This design comes from an exercise in tuning for small area, a short achievable clock period and few clock cycles on the open sky130 flow, not from production work.
Function was checked by simulation only, so behaviour that the tests miss may differ from the original.

== P ==
==> module mips_mem_stage, before the edit <==
module mips_mem_stage (
  input  logic             clk,
  input  logic             rst_n,
  input  logic             req_valid,
  output logic             req_ready,
  input  logic [5:0]       opcode,
  input  logic [31:0]      addr,
  input  logic [31:0]      wdata,
  output logic             resp_valid,
  output logic [31:0]      rdata,
  output logic             addr_err,
  output logic             link_valid,
  output logic [31:0]      link_addr
);
  localparam logic [5:0] OP_SB  = 6'h28;
  localparam logic [5:0] OP_SH  = 6'h29;
  localparam logic [5:0] OP_SW  = 6'h2b;
  localparam logic [5:0] OP_LW  = 6'h23;
  localparam logic [5:0] OP_LBU = 6'h24;
  localparam logic [5:0] OP_LHU = 6'h25;
  localparam logic [5:0] OP_LL  = 6'h30;
  logic [31:0] mem [64];
  logic        is_sb, is_sh, is_sw, is_lw, is_lbu, is_lhu, is_ll;
  logic        mis_h, mis_w;
  logic        st_ok, ld_w, ld_h, ld_b, ll_ok, err;
  logic [3:0]  lane_we;      
  logic [31:0] lane_data;
  logic [3:0]  sel_b0;       
  logic [1:0]  sel_b1;       
  logic        sel_hi;       
  always_comb begin
    is_sb  = (opcode == OP_SB);
    is_sh  = (opcode == OP_SH);
    is_sw  = (opcode == OP_SW);
    is_lw  = (opcode == OP_LW);
    is_lbu = (opcode == OP_LBU);
    is_lhu = (opcode == OP_LHU);
    is_ll  = (opcode == OP_LL);
    mis_h  = addr[0];
    mis_w  = (addr[1:0] != 2'b00);
    st_ok = is_sb || (is_sh && !mis_h) || (is_sw && !mis_w);
    ld_w  = (is_lw || is_ll) && !mis_w;
    ld_h  = is_lhu && !mis_h;
    ld_b  = is_lbu;
    ll_ok = is_ll && !mis_w;
    err   = ((is_sh || is_lhu) && mis_h) || ((is_sw || is_lw || is_ll) && mis_w);
    lane_we = 4'b0000;
    if (is_sw) lane_we = 4'b1111;
    else if (is_sh) lane_we = addr[1] ? 4'b1100 : 4'b0011;
    else if (is_sb) lane_we = 4'b0001 << addr[1:0];
    if (is_sb)      lane_data = {4{wdata[7:0]}};
    else if (is_sh) lane_data = {2{wdata[15:0]}};
    else            lane_data = wdata;
    sel_hi = ld_w;
    sel_b1 = {ld_w || (ld_h && addr[1]), ld_h && !addr[1]};
    sel_b0 = {ld_w || (ld_h && addr[1]) || (ld_b && addr[1:0] == 2'd3),
              ld_b && addr[1:0] == 2'd2,
              (ld_h && !addr[1]) || (ld_b && addr[1:0] == 2'd1),
              ld_b && addr[1:0] == 2'd0};
  end
  logic        v1;
  logic        err1, ll1, st1, hi1;
  logic [1:0]  b1_1;         
  logic [3:0]  b0_1;
  logic [7:2]  a1;
  logic [63:0] wsel;         
  logic [3:0]  lwe1;         
  logic [31:0] x1;           
  always_ff @(posedge clk or negedge rst_n) begin
    if (!rst_n) lwe1 <= 4'b0000;
    else        lwe1 <= (req_valid && st_ok) ? lane_we : 4'b0000;
  end
  always_ff @(posedge clk or negedge rst_n) begin
    if (!rst_n) v1 <= 1'b0;
    else        v1 <= req_valid;
  end
  always_ff @(posedge clk) begin
    begin
      err1 <= err;
      ll1  <= ll_ok;
      st1  <= st_ok;
      hi1  <= sel_hi;
      b1_1 <= sel_b1;
      b0_1 <= sel_b0;
      a1   <= addr[7:2];
      x1   <= {is_ll ? addr[31:8] : lane_data[31:8], lane_data[7:0]};
      for (int w = 0; w < 64; w++) wsel[w] <= (addr[7:2] == w[5:0]);
    end
  end
  always_ff @(posedge clk) begin
    for (int w = 0; w < 64; w++)
      for (int l = 0; l < 4; l++)
        if (wsel[w] && lwe1[l]) mem[w][31-8*l -: 8] <= x1[31-8*l -: 8];
  end
  logic [31:0] rd;
  logic [3:0]  u [32];
  for (genvar b = 0; b < 32; b++) begin : g_rd
    logic [7:0]  p;     
    for (genvar k = 0; k < 8; k++) begin : g_n4
      mm_sel8 u_n (.d({mem[8*k+7][b], mem[8*k+6][b], mem[8*k+5][b], mem[8*k+4][b],
                       mem[8*k+3][b], mem[8*k+2][b], mem[8*k+1][b], mem[8*k][b]}),
                   .s(wsel[8*k +: 8]), .y(p[k]));
    end
    for (genvar k = 0; k < 4; k++) begin : g_o2
      mm_or2 u_q (.a(p[2*k]), .b(p[2*k+1]), .y(u[b][k]));
    end
  end
  for (genvar j = 0; j < 16; j++) begin : g_hi
    mm_o41a u_h (.a(u[16+j][0]), .b(u[16+j][1]), .c(u[16+j][2]), .d(u[16+j][3]), .e(hi1), .y(rd[16+j]));
  end
  for (genvar j = 0; j < 8; j++) begin : g_b1
    logic [1:0] t;
    mm_o41ai u_t1 (.a(u[8+j][0]),  .b(u[8+j][1]),  .c(u[8+j][2]),  .d(u[8+j][3]),  .e(b1_1[1]), .y(t[1]));
    mm_o41ai u_t0 (.a(u[24+j][0]), .b(u[24+j][1]), .c(u[24+j][2]), .d(u[24+j][3]), .e(b1_1[0]), .y(t[0]));
    mm_nand2 u_r (.a(t[1]), .b(t[0]), .y(rd[8+j]));
  end
  for (genvar j = 0; j < 8; j++) begin : g_b0
    logic [3:0] t;
    for (genvar l = 0; l < 4; l++) begin : g_l
      mm_o41ai u_t (.a(u[24-8*l+j][0]), .b(u[24-8*l+j][1]), .c(u[24-8*l+j][2]), .d(u[24-8*l+j][3]),
                    .e(b0_1[l]), .y(t[l]));
    end
    mm_nand4 u_r (.a(t[0]), .b(t[1]), .c(t[2]), .d(t[3]), .y(rd[j]));
  end
  logic        resp_q, err_q, lv_q;
  logic [31:0] rdata_q;
  logic [31:2] la_q;
  logic        up_q;           
  always_ff @(posedge clk or negedge rst_n) begin
    if (!rst_n) begin
      resp_q <= 1'b0;
      up_q   <= 1'b0;
    end else begin
      resp_q <= v1;
      up_q   <= 1'b1;
    end
  end
  always_ff @(posedge clk) begin
    if (!up_q) begin
      lv_q <= 1'b0;
      la_q <= '0;
    end else if (v1) begin
      if (ll1) begin
        lv_q <= 1'b1;
        la_q <= {x1[31:8], a1};
      end else if (st1 && a1 == la_q[7:2]) begin
        lv_q <= 1'b0;
      end
    end
  end
  always_ff @(posedge clk) begin
    rdata_q <= rd;
    err_q   <= err1;
  end
  assign req_ready  = 1'b1;
  assign resp_valid = resp_q;
  assign rdata      = rdata_q;
  assign addr_err   = err_q;
  assign link_valid = lv_q;
  assign link_addr  = {la_q, 2'b00};
endmodule
==> module mm_o41ai, before the edit <==
module mm_o41ai (input logic a, b, c, d, e, output logic y);
  assign y = !((a || b || c || d) && e);
endmodule
clock: 5.5 ns
lec_check: 0
cap_margin: 20
core_margin: 2
core_utilization: 70
cts_cluster_diameter: 80
cts_cluster_size: 24
setup_slack_margin: 3.2
slew_margin: 20
synth_hierarchical: 1
synth_minimum_keep_size: 0
tns_end_percent: 20
run.sh (not shown) runs the stock make flow with config.mk's settings and CLKGATE_MAP_FILE= SYNTH_SCRIPT=/design/flow/synth_recipe.tcl, a recipe that flattens the netlist after the stock synthesis.
P completed; timing, DRC and antenna clean
Testbench counts of P, summed over its fixed seeds: cycles 24,016.
--- input diff P..Q ---
--- a/flow/design.v
+++ b/flow/design.v
@@ -108,20 +108,18 @@
   for (genvar j = 0; j < 16; j++) begin : g_hi
     mm_o41a u_h (.a(u[16+j][0]), .b(u[16+j][1]), .c(u[16+j][2]), .d(u[16+j][3]), .e(hi1), .y(rd[16+j]));
   end
   for (genvar j = 0; j < 8; j++) begin : g_b1
-    logic [1:0] t;
-    mm_o41ai u_t1 (.a(u[8+j][0]),  .b(u[8+j][1]),  .c(u[8+j][2]),  .d(u[8+j][3]),  .e(b1_1[1]), .y(t[1]));
-    mm_o41ai u_t0 (.a(u[24+j][0]), .b(u[24+j][1]), .c(u[24+j][2]), .d(u[24+j][3]), .e(b1_1[0]), .y(t[0]));
-    mm_nand2 u_r (.a(t[1]), .b(t[0]), .y(rd[8+j]));
+    mm_sel8 u_r (.d({u[8+j][3], u[8+j][2], u[8+j][1], u[8+j][0], u[24+j][3], u[24+j][2], u[24+j][1], u[24+j][0]}),
+                 .s({{4{b1_1[1]}}, {4{b1_1[0]}}}), .y(rd[8+j]));
   end
   for (genvar j = 0; j < 8; j++) begin : g_b0
-    logic [3:0] t;
-    for (genvar l = 0; l < 4; l++) begin : g_l
-      mm_o41ai u_t (.a(u[24-8*l+j][0]), .b(u[24-8*l+j][1]), .c(u[24-8*l+j][2]), .d(u[24-8*l+j][3]),
-                    .e(b0_1[l]), .y(t[l]));
-    end
-    mm_nand4 u_r (.a(t[0]), .b(t[1]), .c(t[2]), .d(t[3]), .y(rd[j]));
+    logic [1:0] h;
+    mm_sel8 u_h1 (.d({u[j][3], u[j][2], u[j][1], u[j][0], u[8+j][3], u[8+j][2], u[8+j][1], u[8+j][0]}),
+                  .s({{4{b0_1[3]}}, {4{b0_1[2]}}}), .y(h[1]));
+    mm_sel8 u_h0 (.d({u[16+j][3], u[16+j][2], u[16+j][1], u[16+j][0], u[24+j][3], u[24+j][2], u[24+j][1], u[24+j][0]}),
+                  .s({{4{b0_1[1]}}, {4{b0_1[0]}}}), .y(h[0]));
+    mm_or2 u_r (.a(h[1]), .b(h[0]), .y(rd[j]));
   end
   logic        resp_q, err_q, lv_q;
   logic [31:0] rdata_q;
   logic [31:2] la_q;
@@ -175,10 +173,7 @@
 endmodule
 module mm_o41a (input logic a, b, c, d, e, output logic y);
   assign y = (a || b || c || d) && e;
 endmodule
-module mm_o41ai (input logic a, b, c, d, e, output logic y);
-  assign y = !((a || b || c || d) && e);
-endmodule
 module mm_or2 (input logic a, b, output logic y);
   assign y = a || b;
 endmodule
Going from P to Q, layout overhead on the synthesized area shows a reduction of 0.39 points, setup fix buffers added after clock tree synthesis fell 6.
There was hardly any difference in die area between P and Q.
Vias: Q above P
Q leaves more setup margin than P.
Going from P to Q, the arrival time of data at the critical path endpoint was found to have gone down by 1.78 ns.
Compared with P, Q shows a higher post-detailed-route via-to-cell ratio.
Diff P and Q: utilization higher in P
[compare] base=P new=Q: post-detailed-route wirelength per cell picked up an extra 6.2%; final instance area held steady; number of non-filler instances in the completed layout went up about 0.9%; non-clock buffer count picked up an extra 17.
When the final numbers for P and Q were put side by side, the global-route usage turned out to be smaller in P.
Wire length of the first global-routing pass ends up lower on P.
Testbench counts of Q, summed over its fixed seeds: cycles 24,016.

## separate check: timing with driven ports
No port has a modelled driver above. Below, the same layouts with a new extraction and two added sets of constraints.
Step 1 (the two cells are an assumption about what drives the block):
set clk [get_ports {clk}]
set_driving_cell -lib_cell sky130_fd_sc_hd__clkbuf_16 $clk
set_driving_cell -lib_cell sky130_fd_sc_hd__buf_2 [delete_from_list [all_inputs] $clk]
Step 2 also shifts input and output timing later by t, the mid clock arrival at the registers, as if the neighbouring blocks saw the same clock.
Slacks: no drivers / after step 1 / after step 2; pairs: no drivers / after step 1.
| run | t (ns) | setup slack, ns | hold WS [ns] | latest minus earliest clock arrival (ns) |
|---|---|---|---|---|
| P | 0.790 | 3.008 / 3.008 / 2.469 | 0.339 / 0.339 / 0.339 | 0.030 / 0.030 |
| Q | 0.805 | 3.125 / 3.047 / 2.462 | 0.345 / 0.345 / 0.345 | 0.031 / 0.031 |
After both steps every run listed still meets setup and hold. The setup slack of Q, which loses most, moves by -0.078 ns with the drivers and by -0.663 ns with both steps.
